This is an optimization exercise on Yosys and OpenROAD, whose aim is small area, a short achievable clock period and few clock cycles, not a production implementation.
At most, simulation tests tie the RTL to the original design; equivalence was not proved.
Power and IR drop assume default switching activity.

// text_char_scanner_core
module text_char_scanner_core #(
    parameter int LINE_BITS   = 20,    
    parameter int COLUMN_BITS = 16,
    parameter int TAB_STOP    = 4
) (
    input  logic                       i_clk,
    input  logic                       i_rst_n,
    input  logic                       i_valid,
    input  logic [tcs_pkg::BYTE_W-1:0] i_byte,
    output logic                       o_ready,
    output logic                       o_valid,
    input  logic                       i_ready,
    output logic [1:0]                 o_kind,
    output logic [tcs_pkg::BYTE_W-1:0] o_char,
    output logic [tcs_pkg::LINE_W-1:0] o_line,
    output logic [tcs_pkg::COL_W-1:0]  o_col,
    output logic [2:0]                 o_code,
    output logic                       o_last
);
==> flow/config.mk <==
export PLATFORM = sky130hd
export DESIGN_NAME = text_char_scanner_core
export DESIGN_NICKNAME = text_char_scanner_core
export VERILOG_FILES = /design/flow/design.v
export SDC_FILE = /design/flow/constraint.sdc
export NUM_CORES = 4
export LEC_CHECK = 0
export ABC_AREA = 1
export CAP_MARGIN = 20
export CORE_MARGIN = 2
export CORE_UTILIZATION = 40
export CTS_BUF_LIST = sky130_fd_sc_hd__clkbuf_4 sky130_fd_sc_hd__clkbuf_8
export GPL_TIMING_DRIVEN = 0
export SETUP_SLACK_MARGIN = 1.8
export SLEW_MARGIN = 20
==> flow/constraint.sdc <==
create_clock -name core_clock -period 4.0 [get_ports {i_clk}]
set_input_delay 0.8000 -clock core_clock [delete_from_list [all_inputs] [get_ports {i_clk}]]
set_output_delay 0.8000 -clock core_clock [all_outputs]
set_load 0.01 [all_outputs]
standard.sh (not shown) runs the stock make flow with config.mk's settings and CLKGATE_MAP_FILE= SYNTH_SCRIPT=/design/flow/synth_recipe.tcl, a recipe that flattens the netlist after the stock synthesis.
==> flow/flow/run.sh <==
#!/bin/bash
# Standard layout, with plain buf_1 cells as the port buffers and the
# synthesis adder-cell step left out (abc maps the incrementers as gates).
set -euo pipefail
bash standard.sh BUFFER_PORTS_ARGS="-buffer_cell sky130_fd_sc_hd__buf_1" ADDER_MAP_FILE= finish > make_finish.log 2>&1
The baseline completed with no timing, DRC or antenna violations.
Testbench counts at the start, summed over its fixed seeds: cycles 33,905.
Edit:
--- a/flow/design.v
+++ b/flow/design.v
@@ -104,26 +104,24 @@
             default:                                  f_class[K_UERR] = 1'b0;
         endcase
     endfunction
     logic          r_iv;
     logic [7:0]    r_ib;
     logic [NK-1:0] r_k;       
     logic          r_uerr;    
     logic        r_busy;      
     logic        r_outv;      
     logic        r_olast;     
-    logic        r_kerr;      
-    logic        r_end;       
+    logic [2:0]  r_st;        
     logic [7:0]  r_ch;
     logic [19:0] r_line;
     logic [15:0] r_col;
-    logic [2:0]  r_code;
     logic        r_mv_rst;    
     logic        r_mv_nl;     
     logic        r_mv_inc;    
     logic        r_mv_tab;    
     logic        r_cmt, r_star, r_slash, r_cr, r_lead, r_lead80, r_failed;
     logic        r_e2sat;     
     assign r_k = f_class(r_ib);
     function automatic logic [19:0] f_sinc20(input logic [19:0] v);
         for (int i = 0; i < 20; i++)
             f_sinc20[i] = (v[i] ^ ((i == 0) ? 1'b1 : &(v | ~((20'd1 << i) - 20'd1)))) | (&v);
@@ -136,20 +134,23 @@
         for (int i = 0; i < 16; i++)
             f_dec16[i] = v[i] ^ ((i == 0) ? 1'b1 : ~|(v & ((16'd1 << i) - 16'd1)));
     endfunction
     logic        hi_max, cin, col_sat;
     logic [13:0] hi_sum;
     logic [19:0] cur_line;
     logic [15:0] cur_col, lead_col;
     assign hi_max   = &r_col[15:2];
     assign cin      = r_mv_inc ? (&r_col[1:0]) : (|r_col[1:0]);
     assign hi_sum   = f_inc14(r_col[15:2], cin);
+    assign r_mv_nl  = (r_ch == 8'h0A);
+    assign r_mv_tab = (r_ch == 8'h09);
+    assign r_mv_inc = (r_ch[7] ? r_ch[6] : (r_ch[6] | r_ch[5])) && (r_ch != 8'h7F);
     assign col_sat  = hi_max & cin;
     always_comb begin
         if (r_mv_rst)
             cur_line = 20'd1;
         else if (r_mv_nl)
             cur_line = f_sinc20(r_line);
         else
             cur_line = r_line;
         if (r_mv_rst || r_mv_nl)
             cur_col = 16'd1;
@@ -251,61 +252,53 @@
     assign k_n     = f_class(ib_n);
     assign slash_n = consume ? n_slash : r_slash;
     assign ov_n    = consume ? n_ov : (r_outv && !i_ready);
     assign rel_n   = iv_n && slash_n && !k_n[K_STAR];
     always_ff @(posedge i_clk) begin
         if (!i_rst_n) begin
             r_iv     <= 1'b0;
             r_outv   <= 1'b0;
             r_busy   <= 1'b0;
             r_mv_rst <= 1'b1;
-            r_mv_nl  <= 1'b0;
-            r_mv_inc <= 1'b0;
-            r_mv_tab <= 1'b0;
             r_cmt    <= 1'b0;
             r_star   <= 1'b0;
             r_slash  <= 1'b0;
             r_cr     <= 1'b0;
             r_lead   <= 1'b0;
             r_lead80 <= 1'b0;
             r_failed <= 1'b0;
         end else begin
             r_iv   <= iv_n;
             r_outv <= ov_n || rel_n;
             r_busy <= iv_n && (ov_n || rel_n);
             r_slash <= slash_n;
             if (consume) begin
                 r_mv_rst <= r_k[K_NUL];
-                r_mv_nl  <= r_k[K_LF];
-                r_mv_inc <= r_k[K_INC];
-                r_mv_tab <= r_k[K_TAB];
                 r_cmt    <= n_cmt;
                 r_star   <= n_star;
                 r_cr     <= n_cr;
                 r_lead   <= n_lead;
                 r_lead80 <= n_lead80;
                 r_failed <= n_failed;
             end
         end
     end
     always_ff @(posedge i_clk) begin
         r_ib    <= ib_n;
         r_uerr  <= k_n[K_UERR];
         r_olast <= !rel_n || k_n[K_SLASH] || k_n[K_CR];
         if (consume) begin
             r_ch    <= n_err ? 8'h00 : r_ib;
             r_line  <= cur_line;
             r_col   <= n_uerr ? lead_col : cur_col;
-            r_end   <= n_end;
-            r_kerr  <= n_err;
-            r_code  <= n_code;
+            r_st    <= n_end ? 3'd7 : n_code;
             r_e2sat <= &r_col;
         end
     end
     assign o_valid = r_outv;
-    assign o_kind  = {r_kerr, r_end};
+    assign o_kind  = {(r_st != 3'd0) && (r_st != 3'd7), r_st == 3'd7};
     assign o_char  = r_ch;
     assign o_line  = r_line;
     assign o_col   = r_col;
-    assign o_code  = r_code;
+    assign o_code  = (r_st == 3'd7) ? 3'd0 : r_st;
     assign o_last  = r_olast;
 endmodule
=>
- The new run went through all stages and came out clean
- routed wire length increases by about a fifth
- final area grows by a few percent
- utilization goes up by 2.4 points
- clock power goes up by a few percent
- sequential share of layout area shrinks by 4.3 points
- fmax decreases slightly
- via count came out higher by roughly a tenth
- register-to-register slack hardly moves
- combinational power climbs by about a fifth
- global-route usage increases by 1.6 points
The RTL of the second run of this note was laid out without a check of its function.

text_char_scanner_core, a different RTL version from the one above (not shown whole).
For scale: about 83 flip-flops, ~4400 um2 of cells after synthesis.
Settings: LEC_CHECK=0, CAP_MARGIN=20, CORE_MARGIN=2, CORE_UTILIZATION=40, CTS_BUF_LIST=sky130_fd_sc_hd__clkbuf_4 sky130_fd_sc_hd__clkbuf_8, SETUP_SLACK_MARGIN=1.9, SLEW_MARGIN=20; clock period 4.0 ns.
==> flow/flow/run.sh <==
#!/bin/bash
# Standard layout, with plain buf_1 cells as the port buffers.
set -euo pipefail
bash standard.sh BUFFER_PORTS_ARGS="-buffer_cell sky130_fd_sc_hd__buf_1" finish > make_finish.log 2>&1
The first run passed the timing, design-rule and antenna checks.
Change:
--- a/flow/design.v
+++ b/flow/design.v
@@ -86,12 +86,14 @@
     localparam int K_INC   = 9;    
     localparam int K_UERR  = 10;   
     localparam int NK      = 11;
     logic          r_iv;
     logic [7:0]    r_ib;
     logic [NK-1:0] r_k;
+    logic          r_sv;
+    logic [7:0]    r_sb;
     logic        r_outv;      
     logic        r_olast;     
     logic        r_kerr;      
     logic        r_end;       
     logic [7:0]  r_ch;
     logic [19:0] r_line;
@@ -139,13 +141,13 @@
             cur_col = r_col;
     end
     assign lead_col = r_e2sat ? r_col : f_dec16(r_col);
     logic consume, main_free;
     assign consume   = r_iv && (!r_outv || i_ready);
     assign main_free = !r_iv || consume;
-    assign o_ready   = main_free;
+    assign o_ready   = !r_sv;
     logic [2:0] ucode;
     logic       n_ov, n_end, n_err, n_uerr;
     logic [2:0] n_code;
     logic       n_cmt, n_star, n_slash, n_cr, n_lead, n_lead80, n_failed;
     always_comb begin
         case (r_ib)
@@ -221,13 +223,13 @@
             n_failed = 1'b0;
         end
     end
     logic          iv_n, slash_n, ov_n, rel_n;
     logic [7:0]    in_b, ib_n;
     logic [NK-1:0] in_k, k_n;
-    assign in_b = i_byte;
+    assign in_b = r_sv ? r_sb : i_byte;
     always_comb begin
         in_k          = '0;
         in_k[K_NUL]   = (in_b == 8'h00);
         in_k[K_TAB]   = (in_b == 8'h09);
         in_k[K_LF]    = (in_b == 8'h0A);
         in_k[K_CR]    = (in_b == 8'h0D);
@@ -240,21 +242,22 @@
         in_k[K_INC]   = (in_b[7] ? in_b[6] : (in_b[6] | in_b[5])) && (in_b != 8'h7F);
         case (in_b)
             8'h93, 8'h94, 8'h98, 8'h99, 8'h9C, 8'h9D: in_k[K_UERR] = 1'b1;
             default:                                  in_k[K_UERR] = 1'b0;
         endcase
     end
-    assign iv_n    = main_free ? i_valid : r_iv;
+    assign iv_n    = main_free ? (r_sv || i_valid) : r_iv;
     assign ib_n    = main_free ? in_b : r_ib;
     assign k_n     = main_free ? in_k : r_k;
     assign slash_n = consume ? n_slash : r_slash;
     assign ov_n    = consume ? n_ov : (r_outv && !i_ready);
     assign rel_n   = iv_n && slash_n && !k_n[K_STAR];
     always_ff @(posedge i_clk) begin
         if (!i_rst_n) begin
             r_iv     <= 1'b0;
+            r_sv     <= 1'b0;
             r_outv   <= 1'b0;
             r_mv_rst <= 1'b1;
             r_mv_nl  <= 1'b0;
             r_mv_inc <= 1'b0;
             r_mv_tab <= 1'b0;
             r_cmt    <= 1'b0;
@@ -263,12 +266,13 @@
             r_cr     <= 1'b0;
             r_lead   <= 1'b0;
             r_lead80 <= 1'b0;
             r_failed <= 1'b0;
         end else begin
             r_iv   <= iv_n;
+            r_sv   <= !main_free && (r_sv || i_valid);
             r_outv <= ov_n || rel_n;
             r_slash <= slash_n;
             if (consume) begin
                 r_mv_rst <= r_k[K_NUL];
                 r_mv_nl  <= r_k[K_LF];
                 r_mv_inc <= r_k[K_INC];
@@ -282,12 +286,14 @@
             end
         end
     end
     always_ff @(posedge i_clk) begin
         r_ib    <= ib_n;
         r_k     <= k_n;
+        if (!r_sv)
+            r_sb <= i_byte;
         r_olast <= !rel_n || k_n[K_SLASH] || k_n[K_CR];
         if (consume) begin
             r_ch    <= n_err ? 8'h00 : r_ib;
             r_line  <= cur_line;
             r_col   <= n_uerr ? lead_col : cur_col;
             r_end   <= n_end;
Global-route usage climbs by 0.43 points.
Worst setup slack improved by 200 ps.
Count of clock-buffer cells in the layout went down by 2.
Via count increases by roughly a tenth.
Hold slack is better by 25 ps.
No run of this note included a check of the RTL's function; only the layout flow was run.

re-timing with driven ports:
Ports are ideal in the flow. The routed layouts listed here were re-timed in OpenROAD.
Step 1: set_driving_cell puts a clkbuf_16 on i_clk and a buf_2 on each other input, an assumption about the parent block.
Step 2, shift: input delay + t, output delay - t, t = (earliest + latest rising clock arrival at the registers) / 2. This alone moves slack from input paths to output paths.
Three values: ideal, step 1, step 2; two values: the first two.
run | shift t [ns] | setup WS [ns] | worst setup path after step 2 | pins driven straight from the clock port
the first run of note 1 | 0.384 | 1.945 / 1.914 / 1.649 | input to register | 1
the second run of note 1 | 0.389 | 1.929 / 1.896 / 1.624 | input to register | 1
the first run of note 2 | 0.380 | 1.735 / 1.714 / 1.714 | input to output | 1
the second run of note 2 | 0.407 | 1.935 / 1.935 / 1.664 | input to register | 1
After both steps every run listed still meets setup and hold. For the second run of note 1, which loses most, drivers alone change the setup slack by -0.033 ns; drivers and shift together by -0.305 ns.
